This is an optimization exercise on Yosys and OpenROAD, whose aim is small area and a short achievable clock period, not a production implementation.
Function was checked by simulation only, so behaviour that the tests miss may differ from the original.
No activity file was given, so power comes from the tool's default toggle rates.

Setup of 11-10:
## regfile_fwd_sb
module regfile_fwd_sb #(
  parameter  int XLEN  = 32,
  parameter  int NREGS = 32,
  localparam int AW    = $clog2(NREGS)
) (
  input  logic            clk,
  input  logic            rst_n,
  input  logic [AW-1:0]   rs1,
  input  logic [AW-1:0]   rs2,
  input  logic            we,
  input  logic [AW-1:0]   wa,
  input  logic [XLEN-1:0] wd,
  input  logic            ex_fwd,
  input  logic            ex_load,
  input  logic [AW-1:0]   ex_rd,
  input  logic [XLEN-1:0] ex_data,
  input  logic            mem_fwd,
  input  logic [AW-1:0]   mem_rd,
  input  logic [XLEN-1:0] mem_data,
  input  logic            iss_valid,
  input  logic [AW-1:0]   iss_rd,
  output logic [XLEN-1:0] rd1,
  output logic [XLEN-1:0] rd2,
  output logic            stall,
  output logic            ready
);
Size: roughly 2,600 cells after synthesis, ~43,000 µm² of cells after synthesis.
==> module regfile_fwd_sb, before the edit <==
module regfile_fwd_sb #(
  parameter  int XLEN  = 32,
  parameter  int NREGS = 32,
  localparam int AW    = $clog2(NREGS)
) (
  input  logic            clk,
  input  logic            rst_n,
  input  logic [AW-1:0]   rs1,
  input  logic [AW-1:0]   rs2,
  input  logic            we,
  input  logic [AW-1:0]   wa,
  input  logic [XLEN-1:0] wd,
  input  logic            ex_fwd,
  input  logic            ex_load,
  input  logic [AW-1:0]   ex_rd,
  input  logic [XLEN-1:0] ex_data,
  input  logic            mem_fwd,
  input  logic [AW-1:0]   mem_rd,
  input  logic [XLEN-1:0] mem_data,
  input  logic            iss_valid,
  input  logic [AW-1:0]   iss_rd,
  output logic [XLEN-1:0] rd1,
  output logic [XLEN-1:0] rd2,
  output logic            stall,
  output logic            ready
);
  logic [AW:0] cnt;
  logic        run_q, run;
  assign run_q = cnt[AW];
  assign run   = run_q && rst_n;
  always_ff @(posedge clk) begin
    if (!rst_n)      cnt <= '0;
    else if (!run_q) cnt <= cnt + 1'b1;
  end
  logic [NREGS-1:1][XLEN-1:0] regfile;
  logic [XLEN-1:0]            wdat;
  assign wdat = run_q ? wd : '0;
  for (genvar i = 1; i < NREGS; i++) begin : g_reg
    always_ff @(posedge clk) begin
      if (!run_q || (we && wa == AW'(i))) regfile[i] <= wdat;
    end
  end
  logic [NREGS-1:0] pending;
  always_ff @(posedge clk) begin
    if (!run) begin
      pending <= '0;
    end else begin
      for (int i = 1; i < NREGS; i++) begin
        if (iss_valid && iss_rd == AW'(i))  pending[i] <= 1'b1;
        else if (we && wa == AW'(i))        pending[i] <= 1'b0;
      end
      pending[0] <= 1'b0;
    end
  end
  logic ex_ok, ld_ok, mem_ok, wb_ok, memq, wbq;
  assign ex_ok  = ex_fwd  && (ex_rd  != '0);
  assign ld_ok  = ex_load && (ex_rd  != '0);
  assign mem_ok = mem_fwd && (mem_rd != '0);
  assign wb_ok  = we      && (wa     != '0);
  assign memq   = mem_ok && !(ex_ok && (ex_rd == mem_rd));
  assign wbq    = wb_ok  && !(ex_ok && (ex_rd == wa)) && !(mem_ok && (mem_rd == wa));
  logic [1:0][AW-1:0]   rs;
  logic [1:0][XLEN-1:0] rd_p;
  logic [1:0]           hold_p;
  assign rs = {rs2, rs1};
  for (genvar p = 0; p < 2; p++) begin : g_port
    logic [31:0] dec;
    logic        sel_ex, sel_mem, sel_wb, nohit, ld_h;
    rf_portsel u_sel (
      .a(rs[p]), .ex_rd(ex_rd), .mem_rd(mem_rd), .wa(wa),
      .exq(ex_ok), .memq(memq), .wbq(wbq), .ldq(ld_ok),
      .dec(dec), .sel_ex(sel_ex), .sel_mem(sel_mem), .sel_wb(sel_wb),
      .nohit(nohit), .ld_h(ld_h)
    );
    for (genvar b = 0; b < XLEN; b++) begin : g_bit
      logic [31:0] d;
      logic        bn;
      assign d[0] = 1'b0;
      for (genvar i = 1; i < NREGS; i++) begin : g_d
        assign d[i] = regfile[i][b];
      end
      rf_aoi3 u_byp (.a0(ex_data[b]), .a1(mem_data[b]), .a2(wd[b]),
                     .s0(sel_ex), .s1(sel_mem), .s2(sel_wb), .y(bn));
      rf_rdbit u_bit (.d(d), .s(dec), .nohit(nohit), .bn(bn), .y(rd_p[p][b]));
    end
    rf_rdbit u_pend (.d(pending), .s(dec), .nohit(nohit), .bn(!ld_h), .y(hold_p[p]));
  end
  assign rd1   = rd_p[0];
  assign rd2   = rd_p[1];
  assign stall = !run || (|hold_p);
  assign ready = run;
endmodule
clock: 7.0 ns
lec_check: 0
cap_margin: 20
core_margin: 2
core_utilization: 45
setup_slack_margin: 1.5
slew_margin: 20
synth_hierarchical: 1
synth_minimum_keep_size: 0
standard.sh (not shown) runs the stock make flow with config.mk's settings and CLKGATE_MAP_FILE= SYNTH_SCRIPT=/design/flow/synth_recipe.tcl, a recipe that flattens the netlist after the stock synthesis.
==> flow/flow/run.sh <==
#!/bin/bash
# Own layout flow: the standard ORFS flow, with buf_2 port buffers
# and a clock tree of clkbuf_8 leaves driving up to 16 flip-flops each,
# without dummy loads.
set -euo pipefail
cp standard.sh standard.sh.log
bash standard.sh \
  "BUFFER_PORTS_ARGS=-buffer_cell sky130_fd_sc_hd__buf_2" \
  "CTS_ARGS=-sink_clustering_enable -repair_clock_nets -dont_use_dummy_load -sink_clustering_size 16 -sink_clustering_max_diameter 60 -buf_list {sky130_fd_sc_hd__clkbuf_8}" \
  finish > make.log 2>&1
--- input diff 11-10..03-06 ---
-- flow/design.v --
<<< 11-10, line 28
);
  assign y = ~((a | b | c) & e);
endmodule
module rf_rdbit (
>>> 03-06, line 28
);
  assign y = ~((a | b | c) & e);
endmodule
module rf_hold (
  input  logic q, w, e, en,
  output logic y
);
  assign y = (w & e) | (q & en);
endmodule
module rf_rdbit (
<<< 11-10, line 115
  assign wdat = run_q ? wd : '0;
  for (genvar i = 1; i < NREGS; i++) begin : g_reg
    always_ff @(posedge clk) begin
      if (!run_q || (we && wa == AW'(i))) regfile[i] <= wdat;
    end
  end
  logic [NREGS-1:0] pending;
>>> 03-06, line 121
  assign wdat = run_q ? wd : '0;
  for (genvar i = 1; i < NREGS; i++) begin : g_reg
    logic            wr, e, en;
    logic [XLEN-1:0] nxt;
    assign wr = we && (wa == AW'(i));
    assign e  = !run_q || wr;
    assign en = run_q && !wr;
    for (genvar b = 0; b < XLEN; b++) begin : g_b
      rf_hold u (.q(regfile[i][b]), .w(wdat[b]), .e(e), .en(en), .y(nxt[b]));
    end
    always_ff @(posedge clk) regfile[i] <= nxt;
  end
  logic [NREGS-1:0] pending;
## What came out
Relative to 11-10, routed wire length has gone up in 03-06. Of the two values seen for launching element of the worst setup path, rs2[0] was produced by 11-10 and rs1[2] by 03-06. 03-06 against 11-10: number of ordinary and repair buffers in the finished layout increased by about 15% relative to the old numbers; post-synthesis average cell area went down by about 30%; overall power after layout went down 6.8%; total length of routed met3 wires now sits higher; number of clock-tree buffers in the layout now sits lower.

[port drivers added, routing unchanged]
How much do the figures lean on ideal ports? The routed layouts below were timed once more, with nothing changed but the port constraints.
Step 1 (the two cells are an assumption about what drives the block):
set clk [get_ports {clk}]
set_driving_cell -lib_cell sky130_fd_sc_hd__clkbuf_16 $clk
set_driving_cell -lib_cell sky130_fd_sc_hd__buf_2 [delete_from_list [all_inputs] $clk]
Step 2 adds t to the input delays and takes it off the output delays; t is the mean of the earliest and latest rising clock arrival at the registers after step 1. Input paths then give back, and output paths get back, about the clock's delay inside the block.
a / b / c = no drivers / after step 1 / after step 2; a / b = the first two.
| run | t, ns | setup slack, ns | latest minus earliest clock arrival (ns) | pins driven straight from the clock port |
|---|---|---|---|---|
| 11-10 | 0.768 | 1.377 / 1.355 / 1.355 | 0.114 / 0.113 | 1 |
| 03-06 | 0.812 | 1.331 / 1.309 / 1.309 | 0.102 / 0.101 | 1 |
After both steps every run listed still meets setup and hold.
